This is an optimization exercise on Yosys and OpenROAD, whose aim is small area, a short achievable clock period and few clock cycles per item, not a production implementation. In this exercise RTL edits were held to simulation tests only and were not proved equivalent to the original. Power and IR drop assume default switching activity.

==> flow/design.v (excerpt) <==
module vliwExecCore #(
	parameter int BUNDLE_DEPTH = 4,
	parameter int COMMIT_CREDITS = 2
) (
	input wire logic clock_i,
	input wire logic reset_i,
	input wire logic bundleValid_i,
	input wire busPkg::bundle_t bundle_i,
	output wire logic bundleCredit_o,
	input wire logic commitCredit_i,
	output wire logic commitValid_o,
	output wire busPkg::commit_t commit_o
);
	localparam int CNT_W = $clog2(BUNDLE_DEPTH + 1);
	localparam int CREDIT_W = $clog2(COMMIT_CREDITS + 1);
	busPkg::slot_t newSlot;
	busPkg::slot_t headSlot;
	logic [CNT_W-1:0] count;
	logic [CNT_W-1:0] countNext;
	logic [CREDIT_W-1:0] credits;
	logic [CREDIT_W-1:0] creditsAvail;
	logic commitValid;
	logic commitNext;
	logic bundleCredit;
	commitMerge merger (
		.bundle_i(bundle_i),
		.slot_o(newSlot)
	);
	creditFifo #(
		.DEPTH(BUNDLE_DEPTH),
		.WIDTH(busPkg::SLOT_W)
	) recordQueue (
		.clock_i(clock_i),
		.reset_i(reset_i),
		.push_i(bundleValid_i),
		.item_i(newSlot),
		.pop_i(commitValid),
		.item_o(headSlot)
	);
	assign countNext = count - CNT_W'(commitValid) + CNT_W'(bundleValid_i);
	assign creditsAvail = credits + CREDIT_W'(commitCredit_i);
	assign commitNext = (creditsAvail != '0) && (countNext != '0);
	always_ff @(posedge clock_i)
	begin
		if (reset_i)
		begin
			count <= '0;
			credits <= CREDIT_W'(COMMIT_CREDITS);
			commitValid <= 1'b0;
			bundleCredit <= 1'b0;
		end
		else
		begin
			count <= countNext;
			credits <= creditsAvail - CREDIT_W'(commitNext);
			commitValid <= commitNext;
			bundleCredit <= commitNext;
		end
	end
	assign commitValid_o = commitValid;
	assign bundleCredit_o = bundleCredit;
	assign commit_o.laneA.wbValid = |headSlot.laneA.code;
	assign commit_o.laneA.wbAddr = headSlot.laneA.wbAddr;
	assign commit_o.laneA.wbData = headSlot.laneA.wbData;
	assign commit_o.laneA.status = {headSlot.laneA.code[1] & ~headSlot.laneA.code[0],
		headSlot.laneA.code[1] & headSlot.laneA.code[0]};
	assign commit_o.laneB.wbValid = |headSlot.laneB.code;
	assign commit_o.laneB.wbAddr = headSlot.laneB.wbAddr;
	assign commit_o.laneB.wbData = headSlot.laneB.wbData;
	assign commit_o.laneB.status = {headSlot.laneB.code[1] & ~headSlot.laneB.code[0],
		headSlot.laneB.code[1] & headSlot.laneB.code[0]};
endmodule
Size in the first run: ~200 flip-flops, about 14000 um^2 of cells after synthesis.
export LEC_CHECK = 0
export CAP_MARGIN = 20
export CORE_MARGIN = 2
export CORE_UTILIZATION = 40
export SETUP_SLACK_MARGIN = 1.2
export SLEW_MARGIN = 20
create_clock -name core_clock -period 4.0 [get_ports {clock_i}]
run.sh (not shown) runs the stock make flow with config.mk's settings and CLKGATE_MAP_FILE= SYNTH_SCRIPT=/design/flow/synth_recipe.tcl, a recipe that flattens the netlist after the stock synthesis.
The first run produced a clean layout.
Testbench counts at the start, summed over its fixed seeds: cycles 4,247, items 3,200.
Next try:
==> flow/flow/run.sh (new file) <==
#!/bin/bash
# Standard ORFS layout, with plain buffers on the ports instead of the
# default delay-cell buffers. Each tool's full output goes to its own log
# here; ORFS's per-step logs are under orfs/logs/.
set -euo pipefail
export BUFFER_PORTS_ARGS="-buffer_cell sky130_fd_sc_hd__buf_1"
bash standard.sh synth > synth.log 2>&1
bash standard.sh finish > layout.log 2>&1
==> flow/standard.sh (new file) <==
#!/bin/bash
# synth_recipe.tcl (not shown) runs the flow's synth.tcl, then flattens the netlist and writes it again
# the make line also repeats each setting of config.mk as NAME=value (left out here)
make -C /OpenROAD-flow-scripts/flow DESIGN_CONFIG=/design/flow/config.mk WORK_HOME=/design/flow/orfs CLKGATE_MAP_FILE= SYNTH_SCRIPT=/design/flow/synth_recipe.tcl "${@:-finish}"
removed: flow/run.sh
After rerunning:
- area after synthesis stays the same
- design area falls by 10%
- core utilization falls by 5.7 points
- first-iteration DRC count rises by 12%
- routed wire length falls by 2.9%
- global-route usage falls by 0.86 points

========
## run 1
Another version of the RTL of vliwExecCore (not shown whole).
Size in the first run: ~200 flip-flops, ~140 I/O pins, about 13,000 um2 of cells after synthesis.
Settings: LEC_CHECK=0, CAP_MARGIN=20, CORE_MARGIN=2, CORE_UTILIZATION=40, CTS_BUF_LIST=sky130_fd_sc_hd__clkbuf_4 sky130_fd_sc_hd__clkbuf_8, SETUP_SLACK_MARGIN=1.4, SLEW_MARGIN=20; clock period 4.0 ns.
standard.sh (not shown) runs the stock make flow with config.mk's settings and CLKGATE_MAP_FILE= SYNTH_SCRIPT=/design/flow/synth_recipe.tcl, a recipe that flattens the netlist after the stock synthesis.
==> flow/flow/run.sh <==
#!/bin/bash
# Standard ORFS layout (the standard.sh, synthesis unchanged), with plain
# buffers on the ports instead of the default delay-cell buffers, plus the
# settings in flow/extra.env. Each tool's full output goes to its own log
# here; ORFS's per-step logs are under orfs/logs/.
set -euo pipefail
export BUFFER_PORTS_ARGS="-buffer_cell sky130_fd_sc_hd__buf_1"
if [[ -f flow/extra.env ]]; then
  set -a
  source flow/extra.env
  set +a
fi
bash standard.sh synth > synth.log 2>&1
bash standard.sh finish > layout.log 2>&1
Testbench counts of run 1, summed over its fixed seeds: cycles 4,247, items 3,200.
Changes in run 2 relative to run 1:
==> flow/config.mk <==
export PLATFORM = sky130hd
export DESIGN_NAME = vliwExecCore
export DESIGN_NICKNAME = vliwExecCore
export VERILOG_FILES = /design/flow/design.v
export SDC_FILE = /design/flow/constraint.sdc
export NUM_CORES = 4
export LEC_CHECK = 0
export CAP_MARGIN = 10
export CORE_MARGIN = 2
export CORE_UTILIZATION = 40
export CTS_BUF_LIST = sky130_fd_sc_hd__clkbuf_4 sky130_fd_sc_hd__clkbuf_8
export SETUP_SLACK_MARGIN = 1.2
export SLEW_MARGIN = 10
==> comparison <==
- Data arrival time of the worst path ends up lower on run 2.
- ~same tightest hold margin in run 1 and run 2
- Of run 1 and run 2, the run reporting the lower sequential share of layout area was run 1.
- Between run 1 and run 2, total wire length after detailed routing decreased.
- Compared with run 1, run 2 shows final period utilization higher by 0.58 points.
- Against run 1, via count of the first global-routing pass in run 2 fell by a few percent.
- Number of fill cells on run 2 is up relative to run 1.
#### Input delta (run 3 over run 2)
==> flow/config.mk <==
export PLATFORM = sky130hd
export DESIGN_NAME = vliwExecCore
export DESIGN_NICKNAME = vliwExecCore
export VERILOG_FILES = /design/flow/design.v
export SDC_FILE = /design/flow/constraint.sdc
export NUM_CORES = 4
export LEC_CHECK = 0
export CAP_MARGIN = 20
export CORE_MARGIN = 2
export CORE_UTILIZATION = 50
export CTS_BUF_LIST = sky130_fd_sc_hd__clkbuf_4 sky130_fd_sc_hd__clkbuf_8
export SETUP_SLACK_MARGIN = 1.2
export SLEW_MARGIN = 20
Notes after the runs:
Global-route wire length before repair on run 3 is ahead of run 2. Run 2 → run 3: worst hold slack +0.0041 ns; violation count after the first detailed-routing iteration -about 1%; synthesized instance count ~0 delta; summed area of non-filler cells in the final layout +180 um2. The register-to-register slack of run 3 was inferior to that of run 2. Run 3 ended with less worst setup slack than run 2. For run 3, the first element of the critical path was bundle_i[82], unlike run 2, where it was bundle_i[83]. Every run in the comparison, run 2 and run 3, completed the flow with a clean layout.
Changes in run 4 relative to run 3:
-- flow/config.mk --
<<< run 3, line 9
export CORE_MARGIN = 2
export CORE_UTILIZATION = 50
export CTS_BUF_LIST = sky130_fd_sc_hd__clkbuf_4 sky130_fd_sc_hd__clkbuf_8
export SETUP_SLACK_MARGIN = 1.2
>>> run 4, line 9
export CORE_MARGIN = 2
export CORE_UTILIZATION = 40
export CTS_BUF_LIST = sky130_fd_sc_hd__clkbuf_4 sky130_fd_sc_hd__clkbuf_8
export CTS_CLUSTER_DIAMETER = 100
export CTS_CLUSTER_SIZE = 40
export SETUP_SLACK_MARGIN = 1.2
--- outcome ---
- Per the comparison of run 4 with run 3, post-route clock period utilization shows a reduction of 1.9 points; global-route wire length before repair shows an increase of 3.8%; starting density of the core shows a reduction of 10 points; proportion of layout cells with a drive suffix above 1 shows a reduction of 1.4 points.
- Total congestion overflow: run 3 vs run 4 identical
- Run 4 vs run 3 — non-clock buffer area fraction after layout dropped 0.76 points.
- Comparing run 3 with run 4, the required time of the critical path came out essentially unchanged.
- Sort run 3 and run 4 by share of total power in the clock network desc -> top: run 3
- Between run 3 and run 4, the flow reports number of vias in the routed layout decreasing slightly.

========
v57:
The RTL this note starts from:
==> flow/design.v <==
`default_nettype none
package isaPkg;
	localparam int DATA_W = 16;
	localparam int REG_ADDR_W = 5;
	localparam int OPCODE_W = 7;
	typedef enum logic [OPCODE_W-1:0] {
		OP_ADD = 7'd1,
		OP_SUB = 7'd2,
		OP_AND = 7'd3,
		OP_OR  = 7'd4,
		OP_XOR = 7'd5,
		OP_SHL = 7'd6,
		OP_SHR = 7'd7,
		OP_MOV = 7'd8
	} opcode_e;
	typedef logic [DATA_W-1:0] data_t;
	typedef logic [REG_ADDR_W-1:0] regAddr_t;
	typedef struct packed {
		logic overflow;
		logic underflow;
	} status_t;
endpackage
`default_nettype wire
`default_nettype none
package busPkg;
	localparam int BUNDLE_W = 90;
	localparam int COMMIT_W = 48;
	localparam int SLOT_W = 46;
	typedef struct packed {
		logic isWb;
		logic [7-1:0] opcode;
		logic [4:0] wbAddr;
		logic [15:0] pOperand;
		logic [15:0] sOperand;
	} laneOp_t;
	typedef struct packed {
		laneOp_t laneA;
		laneOp_t laneB;
	} bundle_t;
	typedef struct packed {
		logic [1:0] code;
		logic [4:0] wbAddr;
		logic [15:0] wbData;
	} slotHalf_t;
	typedef struct packed {
		slotHalf_t laneA;
		slotHalf_t laneB;
	} slot_t;
	typedef struct packed {
		logic wbValid;
		logic [4:0] wbAddr;
		logic [15:0] wbData;
		logic [1:0] status;
	} commitHalf_t;
	typedef struct packed {
		commitHalf_t laneA;
		commitHalf_t laneB;
	} commit_t;
endpackage
`default_nettype wire
`default_nettype none
module creditFifo #(
	parameter int DEPTH = 4,
	parameter int WIDTH = 1
) (
	input wire logic clock_i,
	input wire logic reset_i,
	input wire logic push_i,
	input wire logic [WIDTH-1:0] item_i,
	input wire logic pop_i,
	output logic [WIDTH-1:0] item_o
);
	localparam int PTR_W = (DEPTH > 1) ? $clog2(DEPTH) : 1;
	logic [WIDTH-1:0] mem [DEPTH];
	logic [PTR_W-1:0] rdPtr;
	logic [PTR_W-1:0] wrPtr;
	always_ff @(posedge clock_i)
	begin
		if (push_i)
		begin
			mem[wrPtr] <= item_i;
		end
	end
	assign item_o = mem[rdPtr];
	always_ff @(posedge clock_i)
	begin
		if (reset_i)
		begin
			rdPtr <= '0;
			wrPtr <= '0;
		end
		else
		begin
			if (push_i)
			begin
				wrPtr <= (wrPtr == PTR_W'(DEPTH - 1)) ? '0 : wrPtr + 1'b1;
			end
			if (pop_i)
			begin
				rdPtr <= (rdPtr == PTR_W'(DEPTH - 1)) ? '0 : rdPtr + 1'b1;
			end
		end
	end
endmodule
`default_nettype wire
`default_nettype none
module arithLane (
	input wire busPkg::laneOp_t op_i,
	input wire logic kill_i,
	output logic wbValid_o,
	output busPkg::slotHalf_t half_o
);
	logic [15:0] p;
	logic [15:0] s;
	logic isAdd, isSub, isAnd, isOr, isXor, isShl, isShr, isMov;
	logic legalOp;
	logic keep;
	logic [15:0] sx;
	logic [17:0] sumRaw;
	logic [16:0] sumWide;
	logic [15:0] shIn;
	logic [15:0] shOut;
	logic [15:0] shRev;
	assign p = op_i.pOperand;
	assign s = op_i.sOperand;
	assign isAdd = op_i.opcode == 7'd1;
	assign isSub = op_i.opcode == 7'd2;
	assign isAnd = op_i.opcode == 7'd3;
	assign isOr = op_i.opcode == 7'd4;
	assign isXor = op_i.opcode == 7'd5;
	assign isShl = op_i.opcode == 7'd6;
	assign isShr = op_i.opcode == 7'd7;
	assign isMov = op_i.opcode == 7'd8;
	assign legalOp = (op_i.opcode != 7'd0) && (op_i.opcode <= 7'd8);
	assign wbValid_o = op_i.isWb && legalOp;
	assign keep = wbValid_o && !kill_i;
	assign sx = op_i.opcode[1] ? ~s : s;
	assign sumRaw = {1'b0, p, 1'b1} + {1'b0, sx, op_i.opcode[1]};
	assign sumWide = sumRaw[17:1];
	always_comb
	begin
		for (int i = 0; i < 16; i++)
		begin
			shIn[i] = op_i.opcode[0] ? p[i] : p[15-i];
		end
	end
	assign shOut = shIn >> s[3:0];
	always_comb
	begin
		for (int i = 0; i < 16; i++)
		begin
			shRev[i] = shOut[15-i];
		end
	end
	assign half_o.wbAddr = keep ? op_i.wbAddr : 5'd0;
	assign half_o.wbData = ({16{keep && (isAdd || isSub)}} & sumWide[15:0])
		| ({16{keep && isAnd}} & (p & s))
		| ({16{keep && isOr}} & (p | s))
		| ({16{keep && isXor}} & (p ^ s))
		| ({16{keep && isShl}} & shRev)
		| ({16{keep && isShr}} & shOut)
		| ({16{keep && isMov}} & s);
	assign half_o.code[1] = keep && (isAdd || isSub) && (sumWide[16] ^ op_i.opcode[1]);
	assign half_o.code[0] = keep && !(isAdd && sumWide[16]);
endmodule
`default_nettype wire
`default_nettype none
module commitMerge (
	input wire busPkg::bundle_t bundle_i,
	output busPkg::slot_t slot_o
);
	logic wbA;
	logic wbB;
	logic sameDest;
	assign sameDest = wbA && wbB && (bundle_i.laneA.wbAddr == bundle_i.laneB.wbAddr);
	arithLane laneA (
		.op_i(bundle_i.laneA),
		.kill_i(sameDest),
		.wbValid_o(wbA),
		.half_o(slot_o.laneA)
	);
	arithLane laneB (
		.op_i(bundle_i.laneB),
		.kill_i(1'b0),
		.wbValid_o(wbB),
		.half_o(slot_o.laneB)
	);
endmodule
`default_nettype wire
`default_nettype none
module vliwExecCore #(
	parameter int BUNDLE_DEPTH = 4,
	parameter int COMMIT_CREDITS = 2
) (
	input wire logic clock_i,
	input wire logic reset_i,
	input wire logic bundleValid_i,
	input wire busPkg::bundle_t bundle_i,
	output wire logic bundleCredit_o,
	input wire logic commitCredit_i,
	output wire logic commitValid_o,
	output wire busPkg::commit_t commit_o
);
	localparam int CNT_W = $clog2(BUNDLE_DEPTH + 1);
	localparam int CREDIT_W = $clog2(COMMIT_CREDITS + 1);
	busPkg::slot_t newSlot;
	busPkg::slot_t headSlot;
	logic [CNT_W-1:0] count;
	logic [CNT_W-1:0] countNext;
	logic [CREDIT_W-1:0] credits;
	logic [CREDIT_W-1:0] creditsAvail;
	logic commitValid;
	logic commitNext;
	logic bundleCredit;
	commitMerge merger (
		.bundle_i(bundle_i),
		.slot_o(newSlot)
	);
	creditFifo #(
		.DEPTH(BUNDLE_DEPTH),
		.WIDTH(busPkg::SLOT_W)
	) recordQueue (
		.clock_i(clock_i),
		.reset_i(reset_i),
		.push_i(bundleValid_i),
		.item_i(newSlot),
		.pop_i(commitValid),
		.item_o(headSlot)
	);
	assign countNext = count - CNT_W'(commitValid) + CNT_W'(bundleValid_i);
	assign creditsAvail = credits + CREDIT_W'(commitCredit_i);
	assign commitNext = (creditsAvail != '0) && (countNext != '0);
	always_ff @(posedge clock_i)
	begin
		if (reset_i)
		begin
			count <= '0;
			credits <= CREDIT_W'(COMMIT_CREDITS);
			commitValid <= 1'b0;
			bundleCredit <= 1'b0;
		end
		else
		begin
			count <= countNext;
			credits <= creditsAvail - CREDIT_W'(commitNext);
			commitValid <= commitNext;
			bundleCredit <= commitNext;
		end
	end
	assign commitValid_o = commitValid;
	assign bundleCredit_o = bundleCredit;
	assign commit_o.laneA.wbValid = |headSlot.laneA.code;
	assign commit_o.laneA.wbAddr = headSlot.laneA.wbAddr;
	assign commit_o.laneA.wbData = headSlot.laneA.wbData;
	assign commit_o.laneA.status = {headSlot.laneA.code[1] & ~headSlot.laneA.code[0],
		headSlot.laneA.code[1] & headSlot.laneA.code[0]};
	assign commit_o.laneB.wbValid = |headSlot.laneB.code;
	assign commit_o.laneB.wbAddr = headSlot.laneB.wbAddr;
	assign commit_o.laneB.wbData = headSlot.laneB.wbData;
	assign commit_o.laneB.status = {headSlot.laneB.code[1] & ~headSlot.laneB.code[0],
		headSlot.laneB.code[1] & headSlot.laneB.code[0]};
endmodule
`default_nettype wire
==> flow/config.mk <==
export PLATFORM = sky130hd
export DESIGN_NAME = vliwExecCore
export DESIGN_NICKNAME = vliwExecCore
export VERILOG_FILES = /design/flow/design.v
export SDC_FILE = /design/flow/constraint.sdc
export NUM_CORES = 4
export LEC_CHECK = 0
export CAP_MARGIN = 20
export CORE_MARGIN = 2
export CORE_UTILIZATION = 70
export SETUP_SLACK_MARGIN = 1.2
export SLEW_MARGIN = 20
==> flow/constraint.sdc <==
create_clock -name core_clock -period 4.0 [get_ports {clock_i}]
set_input_delay 0.8000 -clock core_clock [delete_from_list [all_inputs] [get_ports {clock_i}]]
set_output_delay 0.8000 -clock core_clock [all_outputs]
set_load 0.01 [all_outputs]
Scripts as last shown in full above: flow/flow/run.sh
Testbench counts of v57, summed over its fixed seeds: cycles 4,247, items 3,200.
Inputs modified between v57 and v21:
==> flow/run.sh (new file) <==
#!/bin/bash
# synth_recipe.tcl (not shown) runs the flow's synth.tcl, then flattens the netlist and writes it again
# the make line also repeats each setting of config.mk as NAME=value (left out here)
make -C /OpenROAD-flow-scripts/flow DESIGN_CONFIG=/design/flow/config.mk WORK_HOME=/design/flow/orfs CLKGATE_MAP_FILE= SYNTH_SCRIPT=/design/flow/synth_recipe.tcl finish
--- a/flow/config.mk
+++ b/flow/config.mk
@@ -9,4 +9,3 @@
 export CORE_MARGIN = 2
-export CORE_UTILIZATION = 70
-export SETUP_SLACK_MARGIN = 1.2
+export CORE_UTILIZATION = 40
 export SLEW_MARGIN = 20
removed: flow/flow/run.sh
removed: flow/standard.sh
## What came out
Largest power group = combinational cells: v57; largest power group = registers: v21
Internal power component delta (v57 -> v21): insignificant
The run showing the smaller via count is v21.
Per the comparison of v21 with v57, non-clock buffer count dropped about 4%, first-pass GRT wire length moved down.
v21 — sequential power share 2.0 points higher, v57 as reference
Power shrinks by a few percent when moving from v57 to v21.
Relative to v57, sum of buffers and inverters on the critical path increased by 2 in v21.
Relative to v21, the following input files were edited for v53:
==> flow/flow/run.sh (new file) <==
#!/bin/bash
# Standard ORFS layout (the standard.sh, synthesis unchanged), with plain
# buffers on the ports instead of the default delay-cell buffers, plus the
# settings in flow/extra.env. Each tool's full output goes to its own log
# here; ORFS's per-step logs are under orfs/logs/.
set -euo pipefail
export BUFFER_PORTS_ARGS="-buffer_cell sky130_fd_sc_hd__buf_1"
if [[ -f flow/extra.env ]]; then
  set -a
  source flow/extra.env
  set +a
fi
bash standard.sh synth > synth.log 2>&1
bash standard.sh finish > layout.log 2>&1
==> flow/standard.sh (new file) <==
#!/bin/bash
# synth_recipe.tcl (not shown) runs the flow's synth.tcl, then flattens the netlist and writes it again
# the make line also repeats each setting of config.mk as NAME=value (left out here)
make -C /OpenROAD-flow-scripts/flow DESIGN_CONFIG=/design/flow/config.mk WORK_HOME=/design/flow/orfs CLKGATE_MAP_FILE= SYNTH_SCRIPT=/design/flow/synth_recipe.tcl "${@:-finish}"
--- a/flow/config.mk
+++ b/flow/config.mk
@@ -10,2 +10,4 @@
 export CORE_UTILIZATION = 40
+export CTS_BUF_LIST = sky130_fd_sc_hd__clkbuf_4 sky130_fd_sc_hd__clkbuf_8
+export SETUP_SLACK_MARGIN = 1.2
 export SLEW_MARGIN = 20
removed: flow/run.sh
### Flow results
Relative to v21, count of buffers not belonging to the clock network in the layout decreased by about 2.8% in v53. v53 vs v21: proportion of power drawn by combinational gates up in v53. v21 leaves less setup margin than v53. Delta (v53 minus v21): ratio of cells with drive above 1 in the final layout now sits higher; core utilization of the finished layout now sits lower. A cell with the largest stage delay on the worst path of o32a_1 is what v53 shows, while clkdlybuf4s50_1 belongs to v21. Of v21 and v53, the run reporting the lower wire length was v21.
Here is what was changed in the inputs of v24 compared with v53.
--- a/flow/config.mk
+++ b/flow/config.mk
@@ -10,4 +10,3 @@
 export CORE_UTILIZATION = 40
-export CTS_BUF_LIST = sky130_fd_sc_hd__clkbuf_4 sky130_fd_sc_hd__clkbuf_8
-export SETUP_SLACK_MARGIN = 1.2
+export SETUP_SLACK_MARGIN = 2.0
 export SLEW_MARGIN = 20
### Flow results
v24 reached the final stage; the timing, design-rule and antenna checks on its layout passed. v53 finished every step from synthesis to the final layout, and the layout passed the timing, design-rule and antenna checks. met1 routed wirelength after detailed routing is higher on v53. Number of global-route vias before repair went up by a few percent going from v53 to v24. v24: cell area 2400 µm² above v53. Critical path depth for v24: 2 down relative to v53. Compared with v53, in v24 via count higher, multi-input gate count up 5, post-route clock period utilization rose by 0.42 points. Compared with v53, achievable clock frequency in v24 decreased slightly. In the metrics for v53 and v24, the one carrying the lower global-route wire length before repair is v53.

re-timing with driven ports:
The flow's constraints put no driver on any port. The routed layouts listed below were extracted and timed again, unchanged, in two steps. Step 1 sets driving cells, clkbuf_16 on the clock port and buf_2 on the other inputs (assumed; they add their load-dependent delay and slew). Step 2 adds t to the input delays and takes it off the output delays; t is the mean of the earliest and latest rising clock arrival at the registers after step 1. Input paths then give back, and output paths get back, about the clock's delay inside the block. Slacks: ideal ports / drivers / drivers and shift; pairs: ideal ports / drivers.
run	shift t [ns]	setup slack, ns	hold slack, ns	worst setup path after step 2	slew at the worst register clock pin (ns)
the first run of note 1	0.463	0.967 / 0.854 / 0.391	0.526 / 0.526 / 0.526	input to register	0.07 / 0.07
the second run of note 1	0.464	0.997 / 0.963 / 0.499	0.515 / 0.515 / 0.515	input to register	0.08 / 0.08
run 1	0.502	1.188 / 1.194 / 0.692	0.531 / 0.531 / 0.531	input to register	0.12 / 0.12
run 2	0.481	1.165 / 1.156 / 0.674	0.529 / 0.529 / 0.529	input to register	0.11 / 0.11
run 3	0.496	1.087 / 1.095 / 0.599	0.533 / 0.533 / 0.533	input to register	0.11 / 0.11
run 4	0.481	1.165 / 1.156 / 0.674	0.529 / 0.529 / 0.529	input to register	0.11 / 0.11
v57	0.476	0.723 / 0.718 / 0.242	0.641 / 0.641 / 0.641	input to register	0.08 / 0.08
v21	0.474	0.271 / 0.296 / -0.177	0.522 / 0.522 / 0.522	input to register	0.09 / 0.09
v53	0.480	0.996 / 0.932 / 0.452	0.522 / 0.522 / 0.522	input to register	0.10 / 0.10
v24	0.469	0.979 / 0.982 / 0.513	0.538 / 0.538 / 0.538	input to register	0.07 / 0.07
Met with ideal ports but missed after step 2: setup timing in v21. The setup slack of the first run of note 1, which loses most, moves by -0.113 ns with the drivers and by -0.576 ns with both steps.
